Context: an optimization exercise on an open-source flow, tuned for small area. The choices shown serve that exercise and are no tape-out recipe. Only simulation tests tie the RTL to the original design; equivalence was not proved. No activity file was given, so power comes from the tool's default toggle rates.

File: design/flow/design.v
package conv_pkg;
    localparam int IN_W  = 18;    
    localparam int ACC_W = 41;    
    localparam int XN    = 37;    
    localparam int WN    = 26;    
endpackage
module conv_top (
    input  logic        clk,
    input  logic        reset,
    input  logic [17:0] i_in_data,
    input  logic        i_in_valid,
    input  logic [3:0]  i_in_user,
    output logic        o_in_ready,
    output logic [40:0] o_out_data,
    output logic        o_out_valid,
    input  logic        i_out_ready
);
    localparam int XN = conv_pkg::XN;
    localparam int WN = conv_pkg::WN;
    typedef enum logic [1:0] {L_HDR, L_W, L_X} lstate_t;
    typedef enum logic [1:0] {C_IDLE, C_CALC, C_OUT} cstate_t;
    lstate_t ls;
    cstate_t cs;
    logic [5:0]  u;           
    logic [2:0]  ai, aj;      
    logic [2:0]  bi, bj;      
    logic [2:0]  k;
    logic [5:0]  lm1;         
    logic [6:0]  n_w;         
    logic [2:0]  r, c;        
    logic [3:0]  dig;         
    logic [6:0]  ahead;       
    logic [2:0]  hold;        
    logic        in_hs, go, last, last_c, last_pos, adv, frame_done;
    logic        x_wr, w_wr;
    wire held = (hold != 3'd0);
    wire a0   = (ai == 3'd0) && (aj == 3'd0);
    wire ab   = ai[2] && ai[0];               
    wire bb   = bi[2] && bi[0];               
    wire ul   = (u == lm1);
    always_comb begin
        case (k)
            3'd1:       lm1 = 6'd0;
            3'd2, 3'd3: lm1 = 6'd20;
            default:    lm1 = 6'(XN - 1);
        endcase
    end
    logic [XN*18-1:0] xr;
    logic [WN*18-1:0] wr;
    logic [17:0]      xh;     
    always_comb begin
        case (k)
            3'd1:       xh = xr[36*18 +: 18];
            3'd2, 3'd3: xh = xr[16*18 +: 18];
            default:    xh = xr[17:0];
        endcase
    end
    always_ff @(posedge clk) begin
        xr <= {x_wr ? i_in_data : xh, xr[XN*18-1:18]};
        wr <= {w_wr ? i_in_data : wr[17:0], wr[WN*18-1:18]};
    end
    assign ahead = n_w - {1'b0, r, c};
    always_comb begin
        case (ls)
            L_HDR:   o_in_ready = a0 && (u == 6'd0);
            L_W:     o_in_ready = ({ai, aj} == n_w[5:0]);
            default: o_in_ready = !n_w[6] && !held && (ahead <= 7'(lm1)) && (u == ahead[5:0]);
        endcase
    end
    assign in_hs = i_in_valid && o_in_ready;
    assign w_wr  = in_hs && ((ls == L_HDR && i_in_user[0]) || ls == L_W);
    assign x_wr  = in_hs && ((ls == L_HDR && !i_in_user[0]) || ls == L_X);
    always_ff @(posedge clk) begin
        if (reset) begin
            ls  <= L_HDR;
            k   <= 3'd5;          
        end else if (frame_done) begin
            ls  <= L_HDR;
        end else if (in_hs) begin
            case (ls)
                L_HDR: begin
                    if (i_in_user[0]) begin
                        k   <= i_in_user[3:1];
                        n_w <= (i_in_user[3:1] == 3'd1) ? 7'o50 : 7'd1;
                        ls  <= L_W;
                    end else begin
                        n_w <= 7'd1;
                        ls  <= L_X;
                    end
                end
                L_W: begin
                    if (n_w[5] && n_w[3]) begin
                        n_w <= '0;
                        ls  <= L_X;
                    end else if (n_w[2:0] == k - 3'd1) begin
                        n_w <= (n_w[5:3] == k - 3'd1) ? 7'o50 : {1'b0, n_w[5:3] + 3'd1, 3'd0};
                    end else begin
                        n_w <= n_w + 7'd1;
                    end
                end
                default: n_w <= n_w + 7'd1;
            endcase
        end
    end
    function automatic logic [5:0] w_next(input logic [2:0] i, input logic [2:0] j);
        if (i[2] && i[0])  w_next = 6'd0;
        else if (j == 3'd4) w_next = {i + 3'd1, 3'd0};
        else               w_next = {i, j + 3'd1};
    endfunction
    always_ff @(posedge clk) begin
        if (reset) begin
            u    <= '0;
            hold <= '0;
            ai   <= 3'd0;
            aj   <= 3'd0;
            bi   <= 3'd2;
            bj   <= 3'd3;
        end else begin
            if (!held) u <= ul ? 6'd0 : u + 6'd1;
            if (adv && !last_pos) hold <= last_c ? k : 3'd1;
            else if (held) hold <= hold - 3'd1;
            {ai, aj} <= w_next(ai, aj);
            {bi, bj} <= w_next(bi, bj);
        end
    end
    assign go       = (cs == C_IDLE) && (ls == L_X) && !held && (ahead >= 7'({k, 3'b000}) + 7'(k) - 7'd8) && bb && ul;
    assign last     = (cs == C_CALC) && (ab || bb) && ul;
    assign last_c   = (c == 3'(8 - k));
    assign last_pos = last_c && (r == 3'(8 - k));
    assign adv      = (cs == C_OUT) && i_out_ready;
    assign frame_done = adv && last_pos;
    logic tap_a, tap_b, tap;
    assign tap_a = (cs == C_CALC) && (ai < k) && (aj < k) && (u == {ai, aj});
    assign tap_b = (cs == C_CALC) && (bi < k) && (bj < k) && (u == {bi, bj});
    assign tap   = tap_a || tap_b;
    logic [23:0] acc;         
    logic [17:0] lo;
    logic [17:0] wh;
    logic [18:0] wx;
    logic [2:0]  bd;
    logic        neg, one, two;
    logic        neg_q, one_q, two_q;
    logic [17:0] xt;
    logic [18:0] mag;
    logic [23:0] addend;
    logic [23:0] sum;
    assign wh  = tap_b ? wr[13*18 +: 18] : wr[17:0];
    assign wx  = {wh, 1'b0};
    assign bd  = 3'(wx >> {dig, 1'b0});
    assign neg = tap && bd[2] && !(bd[1] && bd[0]);
    assign one = tap && (bd[1] ^ bd[0]);
    assign two = tap && ((bd == 3'b011) || (bd == 3'b100));
    always_ff @(posedge clk) begin
        neg_q <= neg;
        one_q <= one;
        two_q <= two;
    end
    assign xt  = xr[36*18 +: 18];
    assign mag = two_q ? {xt, 1'b0} : one_q ? {xt[17], xt} : 19'd0;
    assign addend = {{5{mag[18]}}, mag} ^ {24{neg_q}};
    logic [24:0] cy;          
    logic        cy_lo, cy_q;
    assign cy[0] = neg_q;
    for (genvar i = 0; i < 24; i++) begin : g_fa
        logic co;
        assign sum[i] = acc[i] ^ addend[i] ^ cy[i];
        assign co     = (acc[i] & addend[i]) | (acc[i] & cy[i]) | (addend[i] & cy[i]);
        if (i == 11) begin : g_split
            assign cy_lo   = co;
            assign cy[i+1] = cy_q;
        end else begin : g_chain
            assign cy[i+1] = co;
        end
    end
    always_ff @(posedge clk) cy_q <= cy_lo;
    always_ff @(posedge clk) begin
        if (go)        acc <= {{6{wr[13*18+17]}}, wr[13*18 +: 18]};    
        else if (last) acc <= {{2{sum[23]}}, sum[23:2]};
        else           acc <= sum;
        if (last)      lo  <= {sum[1:0], lo[17:2]};
    end
    always_ff @(posedge clk) begin
        if (reset) begin
            cs  <= C_IDLE;
            r   <= '0;
            c   <= '0;
        end else begin
            case (cs)
                C_IDLE: if (go) begin
                    cs  <= C_CALC;
                    dig <= '0;
                end
                C_CALC: begin
                    if (last) begin
                        dig <= dig + 4'd1;
                        if (dig == 4'd8) cs <= C_OUT;
                    end
                end
                default: if (adv) begin
                    cs <= C_IDLE;
                    if (last_c) begin
                        c <= '0;
                        r <= last_pos ? 3'd0 : r + 3'd1;
                    end else begin
                        c <= c + 3'd1;
                    end
                end
            endcase
        end
    end
    assign o_out_valid = (cs == C_OUT);
    assign o_out_data  = {acc[22:0], lo};
endmodule
File: design/flow/run.sh
#!/bin/bash
# synth_recipe.tcl (not shown) runs the flow's synth.tcl, then flattens the netlist and writes it again
# the make line also repeats each setting of config.mk as NAME=value (left out here)
make -C /OpenROAD-flow-scripts/flow DESIGN_CONFIG=/design/flow/config.mk WORK_HOME=/design/flow/orfs CLKGATE_MAP_FILE= SYNTH_SCRIPT=/design/flow/synth_recipe.tcl finish
File: design/flow/config.mk
export PLATFORM = sky130hd
export DESIGN_NAME = conv_top
export DESIGN_NICKNAME = conv_top
export VERILOG_FILES = /design/flow/design.v
export SDC_FILE = /design/flow/constraint.sdc
export NUM_CORES = 4
export LEC_CHECK = 0
export ABC_AREA = 1
export CAP_MARGIN = 20
export CORE_MARGIN = 2
export CORE_UTILIZATION = 70
export CTS_CLUSTER_DIAMETER = 60
export CTS_CLUSTER_SIZE = 30
export SLEW_MARGIN = 20
File: design/flow/constraint.sdc
create_clock -name core_clock -period 9.0 [get_ports {clk}]
set_input_delay 1.8000 -clock core_clock [delete_from_list [all_inputs] [get_ports {clk}]]
set_output_delay 1.8000 -clock core_clock [all_outputs]
set_load 0.01 [all_outputs]
==> results of run 1 <==
## worst register-to-register path, stage by stage (launching register included)
cell and delay, ps:
dfxtp_1 730, inv_1 90, nand2_1 80, clkinv_1 340
a22oi_1 310, xor2_1 220, fa_1 230, fa_1 170
inv_1 50, fa_1 380, fa_1 390, fa_1 420
fa_1 390, fa_1 390, fa_1 400, fa_1 420
fa_1 430, fa_1 390, xor2_1 160, xor2_1 170
nand2_1 140, o21ai_0 100, nand2_1 110, nand2_1 60
## state kept, by name, summed over array words and instances (netlist names)
| signal | count |
|---|---|
| dig | 4 |
| ai | 3 |
| wr | 468 |
| cy_q | 1 |
| neg_q | 1 |
| k | 3 |
| bi | 3 |
| xr | 666 |
| two_q | 1 |
| c | 3 |
| bj | 3 |
| lo | 18 |
| ls | 2 |
| aj | 3 |
| u | 6 |
| cs | 2 |
| hold | 3 |
| one_q | 1 |
| n_w | 7 |
| r | 3 |
| acc | 24 |
## report_power, final
group          switching [uW]  total, uW  internal, uW
Sequential                611       7810          7200
Clock                    1610       2710          1100
Combinational             544        901           357
## cell families after synthesis
group | Yosys count | synth area share [%]
compound gates | 175 | 3.94
xor+xnor | 55 | 1.63
fa+ha+maj | 70 | 3.40
buf+inv | 205 | 3.09
flops | 1225 | 81.2
mux | 19 | 0.691
simple gates | 431 | 6.09
## layout by cell type (no fill, tap or decap), drive strengths merged, types with 2 or more instances in the layout
master	count
inv	152
nor3b	3
clkdlybuf4s50	68
clkbuf	66
xnor2	9
a21oi	37
xor2	45
a211oi	3
nor4	4
a21boi	6
fa	23
nor3	5
nand3	61
o211ai	12
mux2	18
o21ai	82
nand4	14
and2	4
nor2	83
o22ai	7
o311ai	2
dfxtp	1178
and3	2
nand2	253
ha	47
edfxtp	47
o2111ai	2
clkinv	5
a22oi	18
## worst max-delay path by stage
stage                     start      end  slack, ps  depth (start not counted)
after floorplan           two_q  acc[21]       3100                         25
after global placement    two_q  acc[21]       2620                         23
after detailed placement  two_q  acc[21]       2440                         23
after CTS                 two_q  acc[21]       2350                         23
after global routing      two_q  acc[22]       2010                         23
final                     two_q  acc[22]       2310                         23
## routing by layer
metal / global-route usage (%) / vias up
met3: 3.56 / 98
met5: 0 / -
li1: - / 6993
met4: 8.55 / 0
met2: 38.9 / 359
met1: 32.4 / 6719
## stage by stage
step           power [uW]  hold slack [ps]  utilization, %
3_3_place_gp         8680              309            73.6
3_5_place_dp         8770              312            73.6
6_report            11400              312            77.0
2_1_floorplan        8250              310               -
4_1_cts             11500              314            77.0
5_1_grt             11900              313            77.0
## area by class of cell
cell class | instances | area (sq um)
fill | 2454 | 9930
timing repair buffer | 69 | 688
tap | 585 | 732
antenna | 1 | 2.50
clock buffer | 66 | 1340
multi-input combinational | 750 | 4850
inverter | 148 | 556
clock inverter | 9 | 168
sequential | 1225 | 25000
==> impl_metrics.yaml, run 1 <==
finish:
  drive_above_1_share_pct: 7.15
  final_cells: 2853
  design_area_sq_um: 33300
  area_delta_synth_final_pct: 8.23
  nets: 2340
logic_synthesis:
  yosys_warnings: 1
  ys_seq_elements: 1225
  synthArstFlopShare_pct: 0
  avgSynthCellArea_sq_um: 14.1
  ys_dominant_reg_cell: "dfxtp_1"
  yosysSeqAreaShare_pct: 81.2
  synth_top_cell_by_area: "dfxtp_1"
  synth_edf_count: 47
  syn_area_sq_um: 30800
  synthCells: 2180
  synthTopCellsByCount: "1178 x dfxtp_1, 246 x nand2_1, 135 x inv_1"
  synth_area_leaders: "dfxtp_1 77%, edfxtp_1 4.6%, nand2_1 3.0%"
  synth_top_area_share_pct: 76.6
  synth_fp_nets: 2276
  post_synth_num_cell_types: 58
  synth.most_common_cell: "dfxtp_1"
die:
  core_area_sq_um: 43300
  die_h_microns: 214
  io_pins: 69
  start_util_pct: 71.2
  rows: 76
  fp.dieArea_sq_um: 45700
  die_x_microns: 214
pwr:
  vdd_drop_max_uv: 284
  p_per_area_nw_per_um2: 343
  p_leak_uw: 0.0138
placement:
  place_ws_ps: 2440
  gp_congestion: 0.929
  place_area_sq_um: 31800
  dp_cells: 2777
  placement.io_buffers: 68
  dp_hpwl_microns: 33100
global_routing:
  grt_pass1_vias: 14200
  grtUsageTotal_pct: 23.7
  grt_overflow: 0
  antenna_found_initial: 0
  grt_max_degree: 43
  grt_pass1_wl_microns: 80300
clocking:
  cts_root_buffer: "clkbuf_16"
  ctsResizeCount: 0
  clk_pin_slew_ps: 100
  cts_buffers: 50
  holdBufCountCts: 0
  cts-htree-levels: 2
  clkLatencyLatePin_ps: 640
  cts_setup_buffers: 0
  cts_tree: "yes"
  cts_sinks: 1225
  clockBufferDepth: 3
drt:
  highest_layer: "met4"
  wl_met1_microns: 23800
  met3_length_microns: 2550
  wl_per_cell_microns: 18.5
  via_per_inst: 4.97
  wl_microns: 52800
  wl_met2_microns: 24700
  vias: 14200
  initialDrtViolationCount: 1163
  drc: 0
  ant_nets: 0
  dr.pass1.iters: 5
timing:
  finalCritPeriodShare_pct: 74.3
  drv_slew: 0
  tns_ps: 0
  rsz0062_at_grt: "false"
  hold_violations: 0
  period_minus_slack_ps: 6690
  fin_worst_skew_ps: 36.1
  finalSetupViolCount: 0
  max_freq_mhz: 149
  tightest_slew_ps: 1050
  relSlewSlack_pct: 29.9
  fin_ws_ps: 2310
critical_path:
  crit_slowest_cell: "dfxtp_1"
  critPathBufInv: 3
  cp.arrival_ps: 7180
  crit_path_max_incr_delay_ps: 730
  path_delay_family: "adder cells"
  critPathMaxFanout: 20
  path_cells: "inv_1 > nand2_1 > clkinv_1 > a22oi_1 > xor2_1 > fa_1 > fa_1 > inv_1 > fa_1 > fa_1 > fa_1 > fa_1 > fa_1 > fa_1 > fa_1 > fa_1 > fa_1 > xor2_1 > xor2_1 > nand2_1 > o21ai_0 > nand2_1 > nand2_1"
  r2r_start: "two_q"
  critPathKind: "register to register"
  reg2reg_to: "acc[22]"
  r2r_cells: 23
  rrSetupSlack_ps: 2310
  cp.required_ps: 9490
  crit_path_start_kind: "register"
  crit_path_end_kind: "register"
  crit_path_frequent_cell: "fa_1"
hold_path:
  whs_path_depth: 0
  hold_class: "register to register"
  min_from: "xr[630]"
  hold_path_end: "xr[612]"
status:
  outcome: "timing/DRC/antenna clean"
run:
  drv_cap: 0
==> run 2, diff against run 1 <==
==> design/flow/flow/run.sh (new file) <==
#!/bin/bash
# The standard layout (standard.sh), with two changes: the port buffers are
# the smallest buffer cell, and clock tree synthesis adds no dummy loads.
set -euo pipefail
export BUFFER_PORTS_ARGS="-buffer_cell sky130_fd_sc_hd__buf_1"
export CTS_ARGS="-sink_clustering_enable -repair_clock_nets -sink_clustering_size 30 -sink_clustering_max_diameter 60 -dont_use_dummy_load"
bash standard.sh > standard.log 2>&1
==> design/flow/standard.sh (new file) <==
#!/bin/bash
# synth_recipe.tcl (not shown) runs the flow's synth.tcl, then flattens the netlist and writes it again
# the make line also repeats each setting of config.mk as NAME=value (left out here)
make -C /OpenROAD-flow-scripts/flow DESIGN_CONFIG=/design/flow/config.mk WORK_HOME=/design/flow/orfs CLKGATE_MAP_FILE= SYNTH_SCRIPT=/design/flow/synth_recipe.tcl "${@:-finish}"
removed: design/flow/run.sh
==> run 2 against run 1 <==
Against the previous run: clock-buffer cell count shrank 15; synthesized cell count stayed put; fmax rose by 1.4%; area after synthesis did not move.
==> impl_metrics.yaml, run 2 <==
status:
  outcome: "timing/DRC/antenna clean"
hold_path:
  hold_class: "register to register"
  min_from: "wr[206]"
  hold_path_end: "wr[188]"
  whs_path_depth: 0
critical_path:
  critPathMaxFanout: 20
  crit_slowest_cell: "dfxtp_1"
  rrSetupSlack_ps: 2400
  crit_path_frequent_cell: "fa_1"
  path_delay_family: "adder cells"
  reg2reg_to: "acc[22]"
  crit_path_end_kind: "register"
  critPathBufInv: 3
  r2r_start: "two_q"
  path_cells: "inv_1 > nand2_1 > clkinv_1 > a22oi_1 > xor2_1 > fa_1 > fa_1 > inv_1 > fa_1 > fa_1 > fa_1 > fa_1 > fa_1 > fa_1 > fa_1 > fa_1 > fa_1 > xor2_1 > xor2_1 > nand2_1 > o21ai_0 > nand2_1 > nand2_1"
  cp.arrival_ps: 7070
  crit_start: "two_q"
  crit_path_max_incr_delay_ps: 730
  cp.required_ps: 9470
  critPathKind: "register to register"
  path_depth: 23
  r2r_cells: 23
  crit_path_start_kind: "register"
finish:
  top_register: "xr"
  design_area_sq_um: 32700
  n_antenna_cell: 0
  largest_register_ffs: 666
  nets: 2342
  biggestRegsByFlops: "xr x666, wr x468, acc x24"
  drive_above_1_share_pct: 6.86
  area_delta_synth_final_pct: 6.12
  mostFrequentLayoutCells: "1178 x dfxtp_1, 245 x nand2_1, 135 x inv_1"
  fin_util_pct: 75.5
  final_cells: 2829
  final_common_cell: "dfxtp_1"
clocking:
  cts_root_buffer: "clkbuf_16"
  cts_buffers: 51
  ctsResizeCount: 0
  clockBufferDepth: 3
  clk_pin_slew_ps: 110
  cts-htree-levels: 2
  clkLatencyLatePin_ps: 640
  holdBufCountCts: 0
  cts_tree: "yes"
  cts_sinks: 1225
  cts_setup_buffers: 0
logic_synthesis:
  syn_area_sq_um: 30800
  synth_top_cell_by_area: "dfxtp_1"
  synthTopCellsByCount: "1178 x dfxtp_1, 246 x nand2_1, 135 x inv_1"
  synth_fp_nets: 2276
  ys_seq_elements: 1225
  ys_dominant_reg_cell: "dfxtp_1"
  post_synth_num_cell_types: 58
  synth.most_common_cell: "dfxtp_1"
  synthCells: 2180
  avgSynthCellArea_sq_um: 14.1
  synth_edf_count: 47
  synth_area_leaders: "dfxtp_1 77%, edfxtp_1 4.6%, nand2_1 3.0%"
  synth_top_area_share_pct: 76.6
  yosys_warnings: 1
  synthArstFlopShare_pct: 0
  yosysSeqAreaShare_pct: 81.2
drt:
  drc: 0
  dr.pass1.iters: 7
  vias: 14100
  ant_nets: 0
  wl_microns: 53500
  initialDrtViolationCount: 1193
  wl_per_cell_microns: 18.9
  via_per_inst: 5.00
global_routing:
  grt_max_degree: 43
  grt_pass1_wl_microns: 81300
  grt_pass1_vias: 14200
  grtUsageTotal_pct: 24.1
  grt_overflow: 0
  antenna_found_initial: 0
run:
  drv_cap: 0
timing:
  max_freq_mhz: 152
  hold_violations: 0
  drv_slew: 0
  period_minus_slack_ps: 6600
  finalSetupViolCount: 0
  relSlewSlack_pct: 37.9
  tns_ps: 0
  fin_worst_skew_ps: 74.7
  finalCritPeriodShare_pct: 73.3
  rsz0062_at_grt: "false"
  tightest_slew_ps: 928
placement:
  place_area_sq_um: 31400
  gp_congestion: 0.884
  dp_hpwl_microns: 33000
  placement.io_buffers: 68
  dp_cells: 2778
pwr:
  p_sw_share_pct: 23.8
  seq_power_share_pct: 69.8
  comb_power_share_pct: 7.7
  p_per_area_nw_per_um2: 342
  clkPwrFrac_pct: 22.5
  vdd_drop_max_uv: 238
  power_switching_uw: 2670
  intPower_uw: 8520
  p_leak_uw: 0.0135
die:
  core_area_sq_um: 43300
  die_h_microns: 214
  die_x_microns: 214
  start_util_pct: 71.2
  fp.dieArea_sq_um: 45700
  io_pins: 69
  rows: 76
[run 2: layout make-up]
type	count	area, sq um
inverter	148	556
fill	2567	10600
timing repair buffer	70	270
sequential	1225	25000
multi-input combinational	750	4860
tap	585	732
clock buffer	51	1280
[run 2: worst max-delay path by stage]
stage / end
after floorplan: acc[21]
after global placement: acc[22]
after detailed placement: acc[21]
after CTS: acc[22]
after global routing: acc[21]
final: acc[22]
[run 2: stage by stage]
step | setup WS (ps) | hold WS (ps) | total power (uW)
4_1_cts | 2430 | 262 | 11300
6_report | 2400 | 260 | 11200
2_1_floorplan | 3100 | 310 | 8250
3_5_place_dp | 2440 | 312 | 8710
3_3_place_gp | 2600 | 310 | 8620
5_1_grt | 2030 | 263 | 11600
[run 2: logic make-up after synthesis]
logic type	count (synthesis)	synth area share, %
AO/OA/AOI/OAI	175	3.94
XOR/XNOR	55	1.63
adder cells (fa/ha/maj)	70	3.40
buffers and inverters	205	3.09
flip-flops	1225	81.2
multiplexers	19	0.691
AND/OR/NAND/NOR	431	6.09
[run 2: power by group through the flow]
stage               clock network (uW)  logic (uW)  registers, uW
global route                      2730         956           7960
detailed placement                   0         848           7870
global placement                     0         831           7790
CTS                               2560         862           7850
floorplan                            0         675           7580
finish                            2510         861           7810
[run 2: layer usage]
layer | GRT usage, % | wire length (microns) | vias up | part of all wire, %
met2 | 40.1 | 25400 | 346 | 47
met4 | 8.60 | 1700 | 0 | 3.2
met5 | 0 | 0 | - | 0
met1 | 32.4 | 23900 | 6758 | 45
li1 | - | - | 6947 | -
met3 | 3.87 | 2480 | 94 | 4.6
==> run 3, diff against run 2 <==
--- a/design/flow/config.mk
+++ b/design/flow/config.mk
@@ -7,3 +7,3 @@
 export LEC_CHECK = 0
-export ABC_AREA = 1
+export ABC_AREA = 0
 export CAP_MARGIN = 20
==> run 3 against run 2 <==
Against the previous run: still clean on timing, DRC and antenna; utilization barely moved; area after synthesis down 1.1%; total power is 9.2% lower; sequential power is 7.8% lower; clock power about the same; final cell count down 9.0%; worst hold slack better by 8.0 ps; clock skew up 17 ps; setup slack improved by 260 ps; largest cell class unchanged; highest routed layer unchanged.
==> impl_metrics.yaml, run 3 <==
status:
  outcome: "timing/DRC/antenna clean"
critical_path:
  critPathKind: "register to register"
  critPathMaxFanout: 20
  crit_path_start_kind: "register"
  cp.required_ps: 9470
  crit_path_end_kind: "register"
  cp.arrival_ps: 6810
drt:
  via_per_inst: 5.00
  vias: 12900
  wl_microns: 50000
  dr.pass1.iters: 5
  ant_nets: 0
  drc: 0
  wl_per_cell_microns: 19.4
  initialDrtViolationCount: 876
logic_synthesis:
  synth.most_common_cell: "dfxtp_1"
  synth_fp_nets: 2019
  ys_seq_elements: 1225
  syn_area_sq_um: 30500
  yosysSeqAreaShare_pct: 82.0
  ys_dominant_reg_cell: "dfxtp_1"
  synthTopCellsByCount: "1178 x dfxtp_1, 68 x mux2_2, 60 x nand2_1"
  post_synth_num_cell_types: 67
  yosys_warnings: 1
  synth_top_area_share_pct: 77.4
  synth_edf_count: 47
  synth_top_cell_by_area: "dfxtp_1"
  synthArstFlopShare_pct: 0
  synth_area_leaders: "dfxtp_1 77%, edfxtp_1 4.6%, mux2_2 2.5%"
  avgSynthCellArea_sq_um: 15.8
  synthCells: 1923
timing:
  fin_ws_ps: 2660
  drv_slew: 0
  finalCritPeriodShare_pct: 70.4
  tightest_slew_ps: 1110
  tns_ps: 0
  fin_worst_skew_ps: 91.3
  rsz0062_at_grt: "false"
  hold_violations: 0
  relSlewSlack_pct: 25.7
  max_freq_mhz: 158
  period_minus_slack_ps: 6340
  finalSetupViolCount: 0
global_routing:
  antenna_found_initial: 3
  grt_overflow: 0
  grt_pass1_vias: 13200
  grt_max_degree: 33
  grt_pass1_wl_microns: 75900
  grtUsageTotal_pct: 22.7
finish:
  largest_register_ffs: 666
  area_delta_synth_final_pct: 6.62
  final_common_cell: "dfxtp_1"
  nets: 2083
  fin_util_pct: 75.6
  mostFrequentLayoutCells: "1178 x dfxtp_1, 68 x mux2_2, 68 x buf_1"
  fill_cells: 2512
  top_register: "xr"
  design_area_sq_um: 32500
  final_cells: 2573
  biggestRegsByFlops: "xr x666, wr x468, acc x24"
  drive_above_1_share_pct: 8.21
die:
  io_pins: 69
  fp.dieArea_sq_um: 45200
  core_area_sq_um: 43000
  die_x_microns: 213
  rows: 76
  start_util_pct: 70.9
  die_h_microns: 213
clocking:
  cts_tree: "yes"
  cts_setup_buffers: 0
  clk_pin_slew_ps: 100
  ctsResizeCount: 0
  holdBufCountCts: 0
  clockBufferDepth: 3
  cts_buffers: 52
  cts_root_buffer: "clkbuf_16"
  cts-htree-levels: 2
  clkLatencyLatePin_ps: 640
  cts_sinks: 1225
placement:
  placement.io_buffers: 68
  dp_cells: 2518
  place_area_sq_um: 31200
  dp_hpwl_microns: 30900
  place_ws_ps: 2680
  gp_congestion: 0.836
pwr:
  p_per_area_nw_per_um2: 313
  vdd_drop_max_uv: 301
  p_leak_uw: 0.0131
hold_path:
  hold_class: "register to register"
run:
  drv_cap: 0
## run 3: cell types whose count changed after synthesis, moves of 10 or more
cell,before,now
o21ai_1,12,2
mux2i_1,1,21
clkbuf_1,11,35
o211ai_1,12,2
mux2_4,0,10
xnor2_1,8,40
mux2_2,18,68
nor2_1,78,44
nand2_1,246,60
nand2b_1,0,12
o21ai_2,38,0
inv_1,135,56
nand3_1,57,13
## run 3: final timing paths
check | startpoint | to | slack [ps] | cells past startpoint
setup / recovery | two_q | acc[9] | 2660 | 20
hold / removal | xr[181] | xr[163] | 270 | 0
setup reg to reg | two_q | acc[9] | 2660 | 20
hold reg to reg | xr[181] | xr[163] | 270 | 0
## run 3: area by class of cell
class                      instances  area [sq um]  area share [%]
antenna                            3          7.51          0.0231
clock buffer                      52          1300            4.01
inverter                          57           214           0.659
multi-input combinational        574          4910            15.1
sequential                      1225         25000            77.0
tap                              585           732            2.25
timing repair buffer              77           323           0.994
## run 3: through the flow
| stage | hold WS [ps] | total power, uW |
|---|---|---|
| 4_1_cts | 271 | 10200 |
| 2_1_floorplan | 310 | 7400 |
| 3_3_place_gp | 310 | 7660 |
| 3_5_place_dp | 312 | 7720 |
| 6_report | 268 | 10200 |
| 5_1_grt | 274 | 10500 |
## run 3: where the power goes
| part | internal, uW | switching [uW] |
|---|---|---|
| sequential | 6740 | 451 |
| clock | 1040 | 1490 |
| combinational | 199 | 243 |
| total | 7980 | 2180 |
## run 3: cells by family after synthesis
family,share of synthesized area [%]
adder cells (fa/ha/maj),3.44
XOR/XNOR,2.37
AND/OR/NAND/NOR,2.95
flip-flops,82.0
AO/OA/AOI/OAI,3.09
multiplexers,4.21
buffers and inverters,1.88
## run 3: worst max-delay path: stages, from the launching register on
cell	delay, ps
dfxtp_1	770
nor2b_1	100
buf_4	220
a22oi_1	200
xnor2_1	180
fa_1	210
inv_1	50
fa_1	370
fa_1	390
fa_1	390
fa_1	400
fa_1	390
fa_1	380
fa_1	380
fa_1	390
fa_1	380
inv_1	80
fa_1	430
nor2_1	120
a21oi_1	60
mux2_2	290
## run 3: routing by layer
| layer | up-vias | global-route usage, % | share of wire, % |
|---|---|---|---|
| li1 | 6316 | - | - |
| met2 | 249 | 35.4 | 45 |
| met1 | 6209 | 32.2 | 47 |
| met3 | 83 | 4.76 | 4.7 |
| met5 | - | 0 | 0 |
| met4 | 0 | 7.33 | 2.9 |
==> run 4, diff against run 3 <==
==> design/flow/flow/run.sh (replaced) <==
#!/bin/bash
# The standard layout (standard.sh), with two changes: the port buffers are
# the smallest buffer cell, and clock tree synthesis adds no dummy loads.
set -euo pipefail
export BUFFER_PORTS_ARGS="-buffer_cell sky130_fd_sc_hd__buf_1"
export CTS_ARGS="-sink_clustering_enable -repair_clock_nets -sink_clustering_size 35 -sink_clustering_max_diameter 50 -dont_use_dummy_load"
bash standard.sh > standard.log 2>&1
==> run 4 against run 3 <==
Against the previous run: synthesized cell count did not move; critical path depth did not move; utilization rose by 0.12 points; largest cell class unchanged; die area did not move.
==> impl_metrics.yaml, run 4 <==
global_routing:
  grt_max_degree: 36
  grt_pass1_vias: 13300
  grtUsageTotal_pct: 23.2
  grt_overflow: 0
  antenna_found_initial: 3
  grt_pass1_wl_microns: 77300
pwr:
  vdd_drop_max_uv: 234
  p_per_area_nw_per_um2: 315
  p_leak_uw: 0.0131
  power.total_uw: 10200
clocking:
  holdBufCountCts: 0
  cts_setup_buffers: 0
  cts_buffers: 54
  clkLatencyLatePin_ps: 650
  clk_pin_slew_ps: 110
  clockBufferDepth: 3
  cts-htree-levels: 2
  cts_tree: "yes"
  ctsResizeCount: 0
  cts_root_buffer: "clkbuf_16"
  cts_sinks: 1225
die:
  start_util_pct: 70.9
  core_area_sq_um: 43000
  die_h_microns: 213
  rows: 76
  io_pins: 69
  die_x_microns: 213
  fp.dieArea_sq_um: 45200
logic_synthesis:
  synth_edf_count: 47
  ys_seq_elements: 1225
  post_synth_num_cell_types: 67
  synthCells: 1923
  synth_fp_nets: 2019
  syn_area_sq_um: 30500
  synthTopCellsByCount: "1178 x dfxtp_1, 68 x mux2_2, 60 x nand2_1"
  synth_top_area_share_pct: 77.4
  synth_area_leaders: "dfxtp_1 77%, edfxtp_1 4.6%, mux2_2 2.5%"
  yosysSeqAreaShare_pct: 82.0
  synthArstFlopShare_pct: 0
  synth.most_common_cell: "dfxtp_1"
  synth_top_cell_by_area: "dfxtp_1"
  ys_dominant_reg_cell: "dfxtp_1"
  yosys_warnings: 1
  avgSynthCellArea_sq_um: 15.8
finish:
  top_register: "xr"
  nets: 2085
  mostFrequentLayoutCells: "1178 x dfxtp_1, 68 x mux2_2, 68 x buf_1"
  drive_above_1_share_pct: 8.30
  biggestRegsByFlops: "xr x666, wr x468, acc x24"
  final_common_cell: "dfxtp_1"
  largest_register_ffs: 666
  area_delta_synth_final_pct: 6.79
timing:
  hold_violations: 0
  drv_slew: 0
  max_freq_mhz: 159
  relSlewSlack_pct: 26.8
  finalSetupViolCount: 0
  tightest_slew_ps: 1090
  fin_ws_ps: 2700
  period_minus_slack_ps: 6300
  fin_worst_skew_ps: 74.9
  whs_ps: 284
  tns_ps: 0
  rsz0062_at_grt: "false"
  finalCritPeriodShare_pct: 70.0
drt:
  initialDrtViolationCount: 862
  drc: 0
  via_per_inst: 5.03
  ant_nets: 0
  wl_per_cell_microns: 19.7
  vias: 12900
  wl_microns: 50800
  dr.pass1.iters: 5
critical_path:
  rrSetupSlack_ps: 2700
  path_cells: "nor2b_1 > buf_4 > a22oi_1 > xnor2_1 > fa_1 > inv_1 > fa_1 > fa_1 > fa_1 > fa_1 > fa_1 > fa_1 > fa_1 > fa_1 > fa_1 > inv_1 > fa_1 > nor2_1 > a21oi_1 > mux2_2"
  critPathBufInv: 3
  crit_path_frequent_cell: "fa_1"
  crit_path_start_kind: "register"
  cp.required_ps: 9470
  critPathKind: "register to register"
  critPathMaxFanout: 20
  crit_slowest_cell: "dfxtp_1"
  path_delay_family: "adder cells"
  crit_path_end_kind: "register"
  cp.arrival_ps: 6780
  crit_path_max_incr_delay_ps: 760
placement:
  place_ws_ps: 2680
  dp_hpwl_microns: 30900
  gp_congestion: 0.836
  placement.io_buffers: 68
run:
  drv_cap: 0
hold_path:
  hold_class: "register to register"
status:
  outcome: "timing/DRC/antenna clean"
## run 4: final timing paths
check	depth (start not counted)	endpoint	start
hold reg to reg	0	wr[420]	wr[438]
hold / removal	0	wr[420]	wr[438]
setup reg to reg	20	acc[9]	two_q
setup / recovery	20	acc[9]	two_q
## run 4: area by class of cell
type                    instances  area (sq um)
flip-flops and latches       1225         25000
fillers                      2521         10500
multi-input cells             574          4910
clock buffers                  54          1350
well taps                     585           732
repair buffers                 77           323
inverters                      57           214
diodes                          3          7.51
## run 4: metrics by stage
stage | instance area (sq um) | std cells | util, %
floorplan | 30500 | 1923 | -
global placement | 31200 | 2518 | 72.5
detailed placement | 31200 | 2518 | 72.5
CTS | 32500 | 2572 | 75.7
global route | 32500 | 2573 | 75.7
finish | 32500 | 2575 | 75.7
## run 4: report_power, final
| part | switching (uW) | internal, uW | leakage, uW | total (uW) |
|---|---|---|---|---|
| combinational | 244 | 200 | 0.00233 | 444 |
| clock | 1510 | 1070 | 0.000665 | 2590 |
| sequential | 461 | 6750 | 0.0101 | 7210 |
| total | 2220 | 8020 | 0.0131 | 10200 |
## run 4: metal layers
metal  up-vias  global-route usage (%)  wire length, microns
li1       6318                       -                     -
met1      6307                    33.1                 24300
met2       241                    36.5                 23100
met3        78                    4.73                  2230
met4         0                    6.53                  1150
met5         -                       0                     0
## run 4: cells by family (layout without fill, tap and decap cells)
group	after synthesis	count (layout)	share of synthesized area, %
simple gates	186	186	2.95
flops	1225	1225	82.0
other cells	0	3	0
buf+inv	124	188	1.88
xor+xnor	81	81	2.37
fa+ha+maj	70	70	3.44
mux	106	106	4.21
compound gates	131	131	3.09
## run 4: worst reg2reg max path, delay by kind of cell (launching register included)
| kind | cells | cell delay [ps] |
|---|---|---|
| xor gates and xnor gates | 1 | 180 |
| muxes | 1 | 290 |
| and+or+nand+nor | 2 | 220 |
| buffers and inverters | 3 | 350 |
| DFF | 1 | 760 |
| adders and majority gates | 11 | 4120 |
| AOI/OAI and AO/OA | 2 | 260 |
==> run 5, diff against run 4 <==
==> design/flow/flow/run.sh (replaced) <==
#!/bin/bash
# The standard layout (standard.sh), with two changes: the port buffers are
# the smallest buffer cell, and clock tree synthesis adds no dummy loads.
set -euo pipefail
export BUFFER_PORTS_ARGS="-buffer_cell sky130_fd_sc_hd__buf_1"
export CTS_ARGS="-sink_clustering_enable -repair_clock_nets -buf_list sky130_fd_sc_hd__clkbuf_8 -sink_clustering_size 20 -sink_clustering_max_diameter 45 -dont_use_dummy_load"
bash standard.sh > standard.log 2>&1
==> run 5 against run 4 <==
Against the previous run: clock-buffer cell count up 30; register-to-register slack about the same; cell area down 0.60%; final cell count up 1.2%; utilization down 0.45 points; setup slack better by 15 ps; combinational power about the same; non-clock buffer count unchanged; area after synthesis unchanged; critical path depth unchanged; sequential share of layout area up 0.46 points; largest cell class unchanged; largest power group unchanged.
==> impl_metrics.yaml, run 5 <==
status:
  outcome: "timing/DRC/antenna clean"
timing:
  drv_slew: 0
  fin_worst_skew_ps: 85.2
  tns_ps: 0
  relSlewSlack_pct: 26.2
  whs_ps: 257
  max_freq_mhz: 159
  finalCritPeriodShare_pct: 69.8
  finalSetupViolCount: 0
  hold_violations: 0
  tightest_slew_ps: 1100
  rsz0062_at_grt: "false"
  period_minus_slack_ps: 6290
hold_path:
  hold_path_end: "xr[436]"
  whs_path_depth: 0
  min_from: "xr[454]"
  hold_class: "register to register"
critical_path:
  critPathKind: "register to register"
  cp.arrival_ps: 6800
  r2r_start: "two_q"
  cp.required_ps: 9520
  rrSetupSlack_ps: 2710
  critPathMaxFanout: 20
  crit_path_start_kind: "register"
  reg2reg_to: "acc[9]"
  r2r_cells: 20
  crit_path_end_kind: "register"
global_routing:
  grtUsageTotal_pct: 21.8
  grt_pass1_vias: 13100
  grt_max_degree: 33
  grt_overflow: 0
  grt_pass1_wl_microns: 73000
  antenna_found_initial: 3
drt:
  initialDrtViolationCount: 847
  wl_per_cell_microns: 18.3
  dr.pass1.iters: 5
  via_per_inst: 4.96
  ant_nets: 0
  drc: 0
  wl_microns: 47600
  vias: 12900
die:
  fp.dieArea_sq_um: 45200
  start_util_pct: 70.9
  die_h_microns: 213
  io_pins: 69
  die_x_microns: 213
  rows: 76
  core_area_sq_um: 43000
pwr:
  power_switching_uw: 2140
  p_sw_share_pct: 21.5
  vdd_drop_max_uv: 225
  power.total_uw: 9920
  p_per_area_nw_per_um2: 307
  clkPwrFrac_pct: 23.3
  seq_power_share_pct: 72.3
  intPower_uw: 7780
  comb_power_share_pct: 4.5
  p_leak_uw: 0.0131
finish:
  largest_register_ffs: 666
  drive_above_1_share_pct: 9.67
  mostFrequentLayoutCells: "1178 x dfxtp_1, 84 x clkbuf_8, 68 x mux2_2, 68 x buf_1, 60 x nand2_1"
  biggestRegsByFlops: "xr x666, wr x468, acc x24"
  final_common_cell: "dfxtp_1"
  top_register: "xr"
  area_delta_synth_final_pct: 6.14
  final_cells: 2605
  nets: 2115
logic_synthesis:
  ys_dominant_reg_cell: "dfxtp_1"
  avgSynthCellArea_sq_um: 15.8
  synthTopCellsByCount: "1178 x dfxtp_1, 68 x mux2_2, 60 x nand2_1"
  syn_area_sq_um: 30500
  synth_top_area_share_pct: 77.4
  yosys_warnings: 1
  synthArstFlopShare_pct: 0
  synth_edf_count: 47
  synth.most_common_cell: "dfxtp_1"
  ys_seq_elements: 1225
  synth_fp_nets: 2019
  synthCells: 1923
  synth_top_cell_by_area: "dfxtp_1"
  yosysSeqAreaShare_pct: 82.0
  synth_area_leaders: "dfxtp_1 77%, edfxtp_1 4.6%, mux2_2 2.5%"
  post_synth_num_cell_types: 67
clocking:
  holdBufCountCts: 0
  cts_tree: "yes"
  cts-htree-levels: 3
  clk_pin_slew_ps: 100
  ctsResizeCount: 0
  cts_sinks: 1225
  clkLatencyLatePin_ps: 700
  cts_buffers: 84
  cts_setup_buffers: 0
  clockBufferDepth: 3
  cts_root_buffer: "clkbuf_8"
placement:
  placement.io_buffers: 68
  dp_cells: 2518
  gp_congestion: 0.836
  dp_hpwl_microns: 30900
run:
  drv_cap: 0
==> run 5: cell counts after synthesis <==
No cell type changed its count.
==> run 5: cells by family after synthesis <==
logic type	share of synthesized area, %
AOI/OAI and AO/OA	3.09
xor gates and xnor gates	2.37
adders and majority gates	3.44
buffers and inverters	1.88
DFF	82.0
muxes	4.21
and+or+nand+nor	2.95
==> run 5: worst max-delay path by stage <==
| stage | endpoint | cells past startpoint | from |
|---|---|---|---|
| CTS | acc[9] | 20 | two_q |
| floorplan | acc[9] | 19 | neg_q |
| detailed placement | acc[9] | 20 | two_q |
| finish | acc[9] | 20 | two_q |
| global route | acc[22] | 20 | two_q |
| global placement | acc[9] | 20 | two_q |
==> run 5: metrics by stage <==
step / setup slack [ps] / util, % / area (sq um)
finish: 2710 / 75.2 / 32300
global route: 2380 / 75.2 / 32300
CTS: 2690 / 75.2 / 32300
detailed placement: 2680 / 72.5 / 31200
global placement: 2860 / 72.5 / 31200
floorplan: 3040 / - / 30500
==> run 5: worst max-delay path, stage by stage (launching register included) <==
cell	delay [ps]
dfxtp_1	760
nor2b_1	100
buf_4	230
a22oi_1	190
xnor2_1	180
fa_1	210
inv_1	50
fa_1	370
fa_1	400
fa_1	390
fa_1	390
fa_1	390
fa_1	390
fa_1	380
fa_1	390
fa_1	380
inv_1	80
fa_1	430
nor2_1	120
a21oi_1	60
mux2_2	290
==> run 5: final cells by class <==
| type | instances | area (sq um) |
|---|---|---|
| Antenna cell | 3 | 7.51 |
| Inverter | 57 | 214 |
| Fill cell | 2609 | 10600 |
| Multi-Input combinational cell | 574 | 4910 |
| Tap cell | 585 | 732 |
| Sequential cell | 1225 | 25000 |
| Timing Repair Buffer | 77 | 323 |
| Clock buffer | 84 | 1160 |
==> run 5: layer usage <==
metal / GRT usage, % / part of all wire [%] / up-vias
met4: 8.37 / 2.7 / 0
li1: - / - / 6362
met2: 32.5 / 43 / 273
met3: 5.21 / 5.0 / 93
met1: 31.3 / 49 / 6186
met5: 0 / 0 / -
==> run 5: power groups by stage <==
stage	registers, uW	logic, uW	clock network [uW]
after floorplan	7050	349	0
after global placement	7230	423	0
after detailed placement	7290	435	0
after CTS	7190	440	2380
after global routing	7290	485	2560
final	7170	443	2310
==> run 6, diff against run 5 <==
==> design/flow/flow/run.sh (replaced) <==
#!/bin/bash
# The standard layout (standard.sh), with two changes: the port buffers are
# the smallest buffer cell, and clock tree synthesis adds no dummy loads.
set -euo pipefail
export BUFFER_PORTS_ARGS="-buffer_cell sky130_fd_sc_hd__buf_1"
export CTS_ARGS="-sink_clustering_enable -repair_clock_nets -sink_clustering_size 38 -sink_clustering_max_diameter 45 -dont_use_dummy_load"
bash standard.sh > standard.log 2>&1
--- a/design/flow/config.mk
+++ b/design/flow/config.mk
@@ -10,5 +10,6 @@
 export CORE_MARGIN = 2
-export CORE_UTILIZATION = 70
+export CORE_UTILIZATION = 85
 export CTS_CLUSTER_DIAMETER = 60
 export CTS_CLUSTER_SIZE = 30
+export PLACE_DENSITY = 0.88
 export SLEW_MARGIN = 20
==> run 6 against run 5 <==
Against the previous run: synthesized cell count did not move; the flow now stops in global routing (5_1_grt); area after synthesis is the same.
==> impl_metrics.yaml, run 6 <==
clocking:
  cts-htree-levels: 2
  cts_buffers: 57
  cts_sinks: 1225
  cts_setup_buffers: 0
  ctsResizeCount: 0
  holdBufCountCts: 0
  cts_root_buffer: "clkbuf_16"
  clockBufferDepth: 3
global_routing:
  antenna_found_initial: 24
  grt_max_degree: 39
die:
  die_x_microns: 193
  rows: 69
  start_util_pct: 86.1
  die_h_microns: 193
  io_pins: 69
logic_synthesis:
  avgSynthCellArea_sq_um: 15.8
  ys_dominant_reg_cell: "dfxtp_1"
  synth_top_area_share_pct: 77.4
  synth_top_cell_by_area: "dfxtp_1"
  synth_area_leaders: "dfxtp_1 77%, edfxtp_1 4.6%, mux2_2 2.5%"
  yosysSeqAreaShare_pct: 82.0
  synth.most_common_cell: "dfxtp_1"
  syn_area_sq_um: 30500
  synth_fp_nets: 2019
  synthTopCellsByCount: "1178 x dfxtp_1, 68 x mux2_2, 60 x nand2_1"
  synth_edf_count: 47
  synthArstFlopShare_pct: 0
  post_synth_num_cell_types: 67
  ys_seq_elements: 1225
  yosys_warnings: 1
  synthCells: 1923
placement:
  dp_hpwl_microns: 43300
  placement.io_buffers: 68
  gp_congestion: 0.862
  place_ws_ps: 2390
status:
  lastStage: "global routing (5_1_grt)"
  outcome: "stopped before the end"
  firstError: "[ERROR DPL-0033] detailed placement checks failed during check placement."
==> run 6: worst max-delay path by stage <==
stage | to | slack [ps] | cells after the start | start
2_1_floorplan | acc[9] | 3040 | 19 | neg_q
3_3_place_gp | acc[9] | 2870 | 20 | two_q
3_5_place_dp | acc[9] | 2390 | 20 | two_q
4_1_cts | acc[22] | 1950 | 19 | two_q
==> run 6: per-stage QoR <==
| stage | instance area [sq um] | instances | power [uW] |
|---|---|---|---|
| floorplan | 30500 | 1923 | 7400 |
| global placement | 31000 | 2394 | 7640 |
| detailed placement | 31000 | 2394 | 7850 |
| CTS | 32400 | 2451 | 10600 |
==> run 6: kinds of logic after synthesis <==
group                      Yosys count  synth area share (%)
DFF                               1225                  82.0
and+or+nand+nor                    186                  2.95
AOI/OAI and AO/OA                  131                  3.09
buffers and inverters              124                  1.88
muxes                              106                  4.21
xor gates and xnor gates            81                  2.37
adders and majority gates           70                  3.44
==> run 6: power by group through the flow <==
stage	Combinational, uW	Clock (uW)	Sequential [uW]
global placement	425	0	7220
CTS	555	2730	7360
floorplan	349	0	7050
detailed placement	476	0	7370
==> run 7, diff against run 6 <==
==> design/flow/flow/run.sh (replaced) <==
#!/bin/bash
# The standard layout (standard.sh), with two changes: the port buffers are
# the smallest buffer cell, and clock tree synthesis adds no dummy loads.
set -euo pipefail
export BUFFER_PORTS_ARGS="-buffer_cell sky130_fd_sc_hd__buf_1"
export CTS_ARGS="-sink_clustering_enable -repair_clock_nets -buf_list sky130_fd_sc_hd__clkbuf_8 -sink_clustering_size 21 -sink_clustering_max_diameter 38 -dont_use_dummy_load"
bash standard.sh > standard.log 2>&1
--- a/design/flow/config.mk
+++ b/design/flow/config.mk
@@ -10,6 +10,5 @@
 export CORE_MARGIN = 2
-export CORE_UTILIZATION = 85
+export CORE_UTILIZATION = 70
 export CTS_CLUSTER_DIAMETER = 60
 export CTS_CLUSTER_SIZE = 30
-export PLACE_DENSITY = 0.88
 export SLEW_MARGIN = 20
==> run 7 against run 6 <==
Against the previous run: now clean on timing, DRC and antenna; synthesized cell count did not move; area after synthesis did not move.
==> impl_metrics.yaml, run 7 <==
status:
  outcome: "timing/DRC/antenna clean"
finish:
  fin_util_pct: 76.1
  seqCellArea_sq_um: 25000
  final_common_cell: "dfxtp_1"
  nets: 2142
  top_register: "xr"
  largest_register_ffs: 666
  multi_input_area_sq_um: 4910
  drive_above_1_share_pct: 10.9
  area_delta_synth_final_pct: 7.36
  biggestRegsByFlops: "xr x666, wr x468, acc x24"
  mostFrequentLayoutCells: "1178 x dfxtp_1, 111 x clkbuf_8, 68 x mux2_2, 68 x buf_1, 60 x nand2_1"
  fill_cells: 2530
  final_cells: 2631
timing:
  drv_slew: 0
  rsz0062_at_grt: "false"
  relSlewSlack_pct: 26.5
  hold_violations: 0
  max_freq_mhz: 158
  tightest_slew_ps: 1100
  finalCritPeriodShare_pct: 70.3
  fin_worst_skew_ps: 86.1
  finalSetupViolCount: 0
  period_minus_slack_ps: 6320
  fin_ws_ps: 2680
  whs_ps: 278
  tns_ps: 0
die:
  core_area_sq_um: 43000
  rows: 76
  die_h_microns: 213
  start_util_pct: 70.9
  fp.dieArea_sq_um: 45200
  die_x_microns: 213
  io_pins: 69
logic_synthesis:
  ys_dominant_reg_cell: "dfxtp_1"
  synth_edf_count: 47
  synth_fp_nets: 2019
  ys_seq_elements: 1225
  synthTopCellsByCount: "1178 x dfxtp_1, 68 x mux2_2, 60 x nand2_1"
  yosys_warnings: 1
  synth_area_leaders: "dfxtp_1 77%, edfxtp_1 4.6%, mux2_2 2.5%"
  synth_top_cell_by_area: "dfxtp_1"
  synthCells: 1923
  synthArstFlopShare_pct: 0
  yosysSeqAreaShare_pct: 82.0
  synth.most_common_cell: "dfxtp_1"
  syn_area_sq_um: 30500
  avgSynthCellArea_sq_um: 15.8
  post_synth_num_cell_types: 67
  synth_top_area_share_pct: 77.4
drt:
  wl_microns: 47300
  wl_per_cell_microns: 18.0
  via_per_inst: 4.95
  drc: 0
  initialDrtViolationCount: 836
  vias: 13000
  dr.pass1.iters: 6
  ant_nets: 0
clocking:
  clk_pin_slew_ps: 110
  cts_sinks: 1225
  cts_setup_buffers: 0
  cts-htree-levels: 3
  clockBufferDepth: 3
  holdBufCountCts: 0
  cts_buffers: 111
  ctsResizeCount: 0
  cts_tree: "yes"
  cts_root_buffer: "clkbuf_8"
  clkLatencyLatePin_ps: 710
placement:
  place_ws_ps: 2680
  gp_congestion: 0.836
  dp_cells: 2518
  placement.io_buffers: 68
  dp_hpwl_microns: 30900
critical_path:
  crit_path_start_kind: "register"
  critPathKind: "register to register"
  crit_path_end_kind: "register"
  cp.required_ps: 9540
  cp.arrival_ps: 6860
  path_cells: "nor2b_1 > buf_4 > a22oi_1 > xnor2_1 > fa_1 > fa_1 > inv_1 > fa_1 > fa_1 > fa_1 > fa_1 > fa_1 > fa_1 > fa_1 > fa_1 > fa_1 > xnor2_1 > xnor2_1 > a32oi_1 > a2bb2oi_1"
  critPathBufInv: 2
  crit_slowest_cell: "dfxtp_1"
  crit_path_max_incr_delay_ps: 750
  critPathMaxFanout: 20
  path_delay_family: "adder cells"
  rrSetupSlack_ps: 2680
  crit_path_frequent_cell: "fa_1"
pwr:
  vdd_drop_max_uv: 273
  p_per_area_nw_per_um2: 313
  p_leak_uw: 0.0133
global_routing:
  grtUsageTotal_pct: 21.9
  grt_pass1_wl_microns: 73400
  grt_overflow: 0
  antenna_found_initial: 3
  grt_pass1_vias: 13400
  grt_max_degree: 33
hold_path:
  hold_class: "register to register"
run:
  drv_cap: 0
run 7: cell counts after synthesis:
No cell type changed its count.
run 7: cells by family after synthesis:
kind of cell,count (synthesis),synth area share [%]
buffers and inverters,124,1.88
XOR/XNOR,81,2.37
adder cells (fa/ha/maj),70,3.44
flip-flops,1225,82.0
AO/OA/AOI/OAI,131,3.09
multiplexers,106,4.21
AND/OR/NAND/NOR,186,2.95
run 7: where the power goes:
part	total [uW]	switching, uW	internal [uW]
sequential	7170	421	6750
clock	2610	1520	1090
combinational	441	242	199
run 7: per-layer routing:
| metal | share of wire, % | track usage (%) |
|---|---|---|
| met1 | 49 | 31.3 |
| met4 | 2.7 | 8.42 |
| met2 | 43 | 32.3 |
| met3 | 4.9 | 5.60 |
| met5 | 0 | 0 |
run 7: through the flow:
step	area, sq um	power, uW
after floorplan	30500	7400
after global placement	31200	7660
after detailed placement	31200	7720
after CTS	32700	10300
after global routing	32700	10700
final	32700	10200
run 7: final cells by class:
class                      count  share of cell area [%]
timing repair buffer          77                   0.987
tap                          585                    2.24
inverter                      57                   0.654
sequential                  1225                    76.4
multi-input combinational    574                    15.0
clock buffer                 111                    4.67
antenna                        2                  0.0153
run 7: worst paths after layout:
| check | start | to | cells past startpoint |
|---|---|---|---|
| worst max-delay path | two_q | acc[22] | 20 |
| worst min-delay path | wr[259] | wr[241] | 0 |
| worst max register to register | two_q | acc[22] | 20 |
| worst min register to register | wr[259] | wr[241] | 0 |
==> run 8, diff against run 7 <==
==> design/flow/flow/run.sh (replaced) <==
#!/bin/bash
# The standard layout (standard.sh), with two changes: the port buffers are
# the smallest buffer cell, and clock tree synthesis adds no dummy loads.
set -euo pipefail
export BUFFER_PORTS_ARGS="-buffer_cell sky130_fd_sc_hd__buf_1"
export CTS_ARGS="-sink_clustering_enable -repair_clock_nets -buf_list sky130_fd_sc_hd__clkbuf_8 -sink_clustering_size 19 -sink_clustering_max_diameter 45 -dont_use_dummy_load"
bash standard.sh > standard.log 2>&1
==> run 8 against run 7 <==
Against the previous run: via count is 0.77% lower; flip-flop and latch count stayed put; sequential power about the same; clock power is 11% lower; fmax grew 0.88%; non-clock buffer count unchanged; first-iteration DRC count is 4.4% higher; worst hold slack about the same; final cell count down 0.95%; utilization fell by 0.80 points; die area did not move; combinational power is essentially flat.
==> impl_metrics.yaml, run 8 <==
logic_synthesis:
  avgSynthCellArea_sq_um: 15.8
  yosys_warnings: 1
  syn_area_sq_um: 30500
  yosysSeqAreaShare_pct: 82.0
  synth_fp_nets: 2019
  synthCells: 1923
  synth_top_cell_by_area: "dfxtp_1"
  synthArstFlopShare_pct: 0
  synth_area_leaders: "dfxtp_1 77%, edfxtp_1 4.6%, mux2_2 2.5%"
  post_synth_num_cell_types: 67
  ys_dominant_reg_cell: "dfxtp_1"
  synth.most_common_cell: "dfxtp_1"
  synth_edf_count: 47
  synthTopCellsByCount: "1178 x dfxtp_1, 68 x mux2_2, 60 x nand2_1"
  synth_top_area_share_pct: 77.4
  ys_seq_elements: 1225
drt:
  drc: 0
  ant_nets: 0
  vias: 12900
  wl_microns: 47600
  initialDrtViolationCount: 873
  dr.pass1.iters: 5
  via_per_inst: 4.96
  wl_per_cell_microns: 18.3
critical_path:
  r2r_start: "two_q"
  crit_path_start_kind: "register"
  critPathMaxFanout: 20
  r2r_cells: 20
  cp.required_ps: 9520
  path_delay_family: "adder cells"
  crit_path_end_kind: "register"
  crit_path_frequent_cell: "fa_1"
  path_cells: "nor2b_1 > buf_4 > a22oi_1 > xnor2_1 > fa_1 > fa_1 > inv_1 > fa_1 > fa_1 > fa_1 > fa_1 > fa_1 > fa_1 > fa_1 > fa_1 > fa_1 > xnor2_1 > xnor2_1 > a32oi_1 > a2bb2oi_1"
  critPathKind: "register to register"
  cp.arrival_ps: 6790
  crit_path_max_incr_delay_ps: 760
  rrSetupSlack_ps: 2730
  reg2reg_to: "acc[22]"
  crit_slowest_cell: "dfxtp_1"
  critPathBufInv: 2
timing:
  max_freq_mhz: 160
  tns_ps: 0
  fin_ws_ps: 2730
  drv_slew: 0
  rsz0062_at_grt: "false"
  fin_worst_skew_ps: 79.8
  relSlewSlack_pct: 26.5
  finalSetupViolCount: 0
  period_minus_slack_ps: 6270
  finalCritPeriodShare_pct: 69.7
  tightest_slew_ps: 1100
  hold_violations: 0
global_routing:
  grtUsageTotal_pct: 21.8
  grt_overflow: 0
  grt_pass1_wl_microns: 73000
  grt_max_degree: 33
  antenna_found_initial: 2
  grt_pass1_vias: 13200
clocking:
  holdBufCountCts: 0
  cts_buffers: 86
  cts-htree-levels: 3
  cts_root_buffer: "clkbuf_8"
  clk_pin_slew_ps: 100
  clockBufferDepth: 3
  cts_tree: "yes"
  cts_setup_buffers: 0
  cts_sinks: 1225
  ctsResizeCount: 0
  clkLatencyLatePin_ps: 690
die:
  die_h_microns: 213
  rows: 76
  core_area_sq_um: 43000
  io_pins: 69
  fp.dieArea_sq_um: 45200
  start_util_pct: 70.9
  die_x_microns: 213
finish:
  largest_register_ffs: 666
  area_delta_synth_final_pct: 6.23
  fill_cells: 2575
  biggestRegsByFlops: "xr x666, wr x468, acc x24"
  mostFrequentLayoutCells: "1178 x dfxtp_1, 86 x clkbuf_8, 68 x mux2_2, 68 x buf_1, 60 x nand2_1"
  nets: 2117
  fin_util_pct: 75.3
  drive_above_1_share_pct: 9.76
  final_common_cell: "dfxtp_1"
  top_register: "xr"
pwr:
  power.total_uw: 9940
  p_per_area_nw_per_um2: 307
  vdd_drop_max_uv: 268
  p_leak_uw: 0.0131
hold_path:
  hold_path_end: "wr[398]"
  hold_class: "register to register"
  whs_path_depth: 0
  min_from: "wr[416]"
placement:
  placement.io_buffers: 68
  dp_hpwl_microns: 30900
  place_ws_ps: 2680
  gp_congestion: 0.836
run:
  drv_cap: 0
status:
  outcome: "timing/DRC/antenna clean"
## run 8: cell counts after synthesis
Identical to the previous run, type by type.
## run 8: worst max path at each step
stage,startpoint,end,cells after the start
after floorplan,neg_q,acc[9],19
after global placement,two_q,acc[9],20
after detailed placement,two_q,acc[9],20
after CTS,two_q,acc[22],20
after global routing,two_q,acc[22],20
final,two_q,acc[22],20
## run 8: through the flow
step           instances  hold WS [ps]  instance area, sq um
4_1_cts             2604           267                 32300
3_3_place_gp        2518           310                 31200
3_5_place_dp        2518           312                 31200
2_1_floorplan       1923           310                 30500
6_report            2606           278                 32400
5_1_grt             2605           265                 32400
## run 8: cell families after synthesis
family / after synthesis / synth area share [%]
simple gates: 186 / 2.95
fa+ha+maj: 70 / 3.44
mux: 106 / 4.21
flops: 1225 / 82.0
buf+inv: 124 / 1.88
xor+xnor: 81 / 2.37
compound gates: 131 / 3.09
## run 8: layout make-up
cell class / instances / area (sq um) / area share (%)
inverters: 57 / 214 / 0.661
diodes: 2 / 5.00 / 0.0155
multi-input cells: 574 / 4910 / 15.2
flip-flops and latches: 1225 / 25000 / 77.2
repair buffers: 77 / 323 / 0.998
clock buffers: 86 / 1180 / 3.66
well taps: 585 / 732 / 2.26
## run 8: power breakdown
group	leakage [uW]	switching (uW)	total, uW	internal [uW]
Clock	0.000618	1470	2330	859
Combinational	0.00233	240	440	199
Sequential	0.0101	426	7170	6740
Total	0.0131	2140	9940	7800
## run 8: layer usage
metal	global-route usage [%]	wire, microns	vias up	share of wire [%]
li1	-	-	6362	-
met1	31.3	23400	6200	49
met2	32.4	20400	260	43
met3	5.36	2340	97	4.9
met4	8.32	1370	0	2.9
met5	0	0	-	0
==> run 9, diff against run 8 <==
==> design/flow/flow/run.sh (replaced) <==
#!/bin/bash
# The standard layout (standard.sh), with two changes: the port buffers are
# the smallest buffer cell, and clock tree synthesis adds no dummy loads.
set -euo pipefail
export BUFFER_PORTS_ARGS="-buffer_cell sky130_fd_sc_hd__buf_1"
export CTS_ARGS="-sink_clustering_enable -repair_clock_nets -buf_list sky130_fd_sc_hd__clkbuf_8 -sink_clustering_size 18 -sink_clustering_max_diameter 50 -dont_use_dummy_load"
bash standard.sh > standard.log 2>&1
==> run 9 against run 8 <==
Against the previous run: still clean; flip-flop and latch count unchanged; synthesized cell count unchanged; cell area decreased by 0.20%; total power decreased by 0.67%; routed wire length decreased by 1.2%; clock power decreased by 3%; utilization decreased by 0.15 points; area after synthesis unchanged; worst hold slack improved by 5.7 ps; first-iteration DRC count increased by 6.4%; sequential share of layout area increased by 0.16 points; fmax decreased by 0.31%; critical path type unchanged; largest power group unchanged; highest routed layer unchanged.
==> impl_metrics.yaml, run 9 <==
logic_synthesis:
  yosys_warnings: 1
  synth_xor_area_share_pct: 2.37
  yosysSeqAreaShare_pct: 82.0
  syn_area_sq_um: 30500
  synthArstFlopShare_pct: 0
  synth-simple-area-share_pct: 2.95
  synth.most_common_cell: "dfxtp_1"
  synthMuxAreaShare_pct: 4.21
  synth_top_area_share_pct: 77.4
  ys_seq_elements: 1225
  post_synth_num_cell_types: 67
  synth_fp_nets: 2019
  synth_edf_count: 47
  synth_top_cell_by_area: "dfxtp_1"
  ys_dominant_reg_cell: "dfxtp_1"
  synthAdderAreaFrac_pct: 3.44
  synthTopCellsByCount: "1178 x dfxtp_1, 68 x mux2_2, 60 x nand2_1"
  synthCells: 1923
  synth_compound_area_share_pct: 3.09
  synth_top_family_by_area: "multiplexers"
  avgSynthCellArea_sq_um: 15.8
  synth_area_leaders: "dfxtp_1 77%, edfxtp_1 4.6%, mux2_2 2.5%"
run:
  drv_cap: 0
critical_path:
  critPathMaxFanout: 20
  cp.required_ps: 9500
  r2r_start: "two_q"
  cp.arrival_ps: 6790
  crit_path_end_kind: "register"
  crit_path_start_kind: "register"
  rrSetupSlack_ps: 2710
  r2r_cells: 20
  critPathKind: "register to register"
  reg2reg_to: "acc[9]"
clocking:
  cts_buffers: 81
  cts_root_buffer: "clkbuf_8"
  holdBufCountCts: 0
  clockBufferDepth: 3
  clk_pin_slew_ps: 100
  cts_sinks: 1225
  cts_setup_buffers: 0
  ctsResizeCount: 0
  clkLatencyLatePin_ps: 680
  cts_tree: "yes"
  cts-htree-levels: 3
hold_path:
  whs_path_depth: 0
  hold_class: "register to register"
  min_from: "xr[604]"
  hold_path_end: "xr[586]"
timing:
  period_minus_slack_ps: 6290
  tns_ps: 0
  finalSetupViolCount: 0
  max_freq_mhz: 159
  rsz0062_at_grt: "false"
  finalCritPeriodShare_pct: 69.9
  drv_slew: 0
  fin_worst_skew_ps: 72.0
  tightest_slew_ps: 1110
  hold_violations: 0
  relSlewSlack_pct: 25.6
die:
  die_x_microns: 213
  rows: 76
  fp.dieArea_sq_um: 45200
  start_util_pct: 70.9
  core_area_sq_um: 43000
  die_h_microns: 213
  io_pins: 69
placement:
  dp_cells: 2518
  placement.io_buffers: 68
  gp_congestion: 0.836
  place_area_sq_um: 31200
  dp_hpwl_microns: 30900
drt:
  via_per_inst: 4.96
  drc: 0
  ant_nets: 0
  wl_microns: 47000
  wl_per_cell_microns: 18.1
  vias: 12900
  dr.pass1.iters: 5
  initialDrtViolationCount: 929
pwr:
  p_leak_uw: 0.0130
  vdd_drop_max_uv: 261
  p_per_area_nw_per_um2: 306
global_routing:
  grtUsageTotal_pct: 21.6
  grt_overflow: 0
  antenna_found_initial: 2
  grt_pass1_vias: 13100
  grt_use_met2_pct: 32.3
  grt_max_degree: 33
  grt_busiest_layer: "met2"
  met1_usage_pct: 31.3
  grt_pass1_wl_microns: 72500
  grtUsageMet3_pct: 4.96
finish:
  nets: 2112
  final_cells: 2602
  mostFrequentLayoutCells: "1178 x dfxtp_1, 81 x clkbuf_8, 68 x mux2_2, 68 x buf_1, 60 x nand2_1"
  biggestRegsByFlops: "xr x666, wr x468, acc x24"
  design_area_sq_um: 32300
  final_common_cell: "dfxtp_1"
  largest_register_ffs: 666
  drive_above_1_share_pct: 9.53
  area_delta_synth_final_pct: 6.01
  top_register: "xr"
status:
  outcome: "timing/DRC/antenna clean"
## run 9: cell counts after synthesis
Identical to the previous run, type by type.
## run 9: layout make-up
class,instances,area [sq um]
Antenna cell,3,7.51
Timing Repair Buffer,77,323
Fill cell,2615,10700
Inverter,57,214
Clock buffer,81,1110
Sequential cell,1225,25000
Multi-Input combinational cell,574,4910
Tap cell,585,732
## run 9: worst max-delay path by stage
stage / from / endpoint / slack, ps
after floorplan: neg_q / acc[9] / 3040
after global placement: two_q / acc[9] / 2860
after detailed placement: two_q / acc[9] / 2680
after CTS: two_q / acc[9] / 2680
after global routing: two_q / acc[22] / 2340
final: two_q / acc[9] / 2710
## run 9: kinds of logic after synthesis
| kind of cell | count (synthesis) |
|---|---|
| mux | 106 |
| fa+ha+maj | 70 |
| simple gates | 186 |
| compound gates | 131 |
| xor+xnor | 81 |
| buf+inv | 124 |
| flops | 1225 |
## run 9: layer usage
layer | wire length, microns | vias to the layer above
li1 | - | 6351
met1 | 23100 | 6168
met2 | 20200 | 278
met3 | 2310 | 98
met4 | 1340 | 0
met5 | 0 | -
## run 9: power by group
group | switching (uW) | internal (uW) | leakage (uW) | total (uW)
Combinational | 240 | 199 | 0.00233 | 439
Sequential | 420 | 6740 | 0.0101 | 7160
Clock | 1460 | 812 | 0.000582 | 2270
## run 9: through the flow
stage / utilization [%] / power (uW) / hold slack (ps) / worst slack, ps
CTS: 75.1 / 9960 / 279 / 2680
detailed placement: 72.5 / 7720 / 312 / 2680
floorplan: - / 7400 / 310 / 3040
finish: 75.1 / 9870 / 283 / 2710
global placement: 72.5 / 7660 / 310 / 2860
global route: 75.1 / 10300 / 290 / 2340
## run 9: worst max-delay path, cell delays in order (launching register included)
cell     delay (ps)
dfxtp_1         770
nor2b_1         100
buf_4           220
a22oi_1         190
xnor2_1         180
fa_1            210
inv_1            50
fa_1            370
fa_1            390
fa_1            390
fa_1            390
fa_1            390
fa_1            380
fa_1            380
fa_1            390
fa_1            380
inv_1            80
fa_1            430
nor2_1          120
a21oi_1          60
mux2_2          290

-- static timing again, ports no longer ideal --
How much do the figures lean on ideal ports? The routed layouts below were timed once more, with nothing changed but the port constraints.
Step 1, drivers: a clkbuf_16 drives clk and a buf_2 each remaining input, both assumed.
Step 2 adds t to the input delays and takes it off the output delays; t is the mean of the earliest and latest rising clock arrival at the registers after step 1. Input paths then give back, and output paths get back, about the clock's delay inside the block.
Three values: ideal, step 1, step 2; two values: the first two.
run | t (ns) | setup WS [ns] | slew at the worst register clock pin (ns) | cell pins on the clock port's net
run 1 | 0.682 | 2.310 / 2.310 / 2.310 | 0.13 / 0.13 | 1
run 2 | 0.656 | 2.402 / 2.402 / 2.402 | 0.11 / 0.11 | 1
run 3 | 0.650 | 2.662 / 2.662 / 2.662 | 0.11 / 0.11 | 1
run 4 | 0.668 | 2.700 / 2.700 / 2.700 | 0.12 / 0.12 | 1
run 5 | 0.708 | 2.714 / 2.714 / 2.714 | 0.12 / 0.12 | 1
run 7 | 0.726 | 2.675 / 2.675 / 2.675 | 0.11 / 0.11 | 1
run 8 | 0.706 | 2.730 / 2.730 / 2.730 | 0.11 / 0.11 | 1
run 9 | 0.695 | 2.711 / 2.711 / 2.711 | 0.10 / 0.10 | 1
After both steps setup and hold are still met in every run listed.
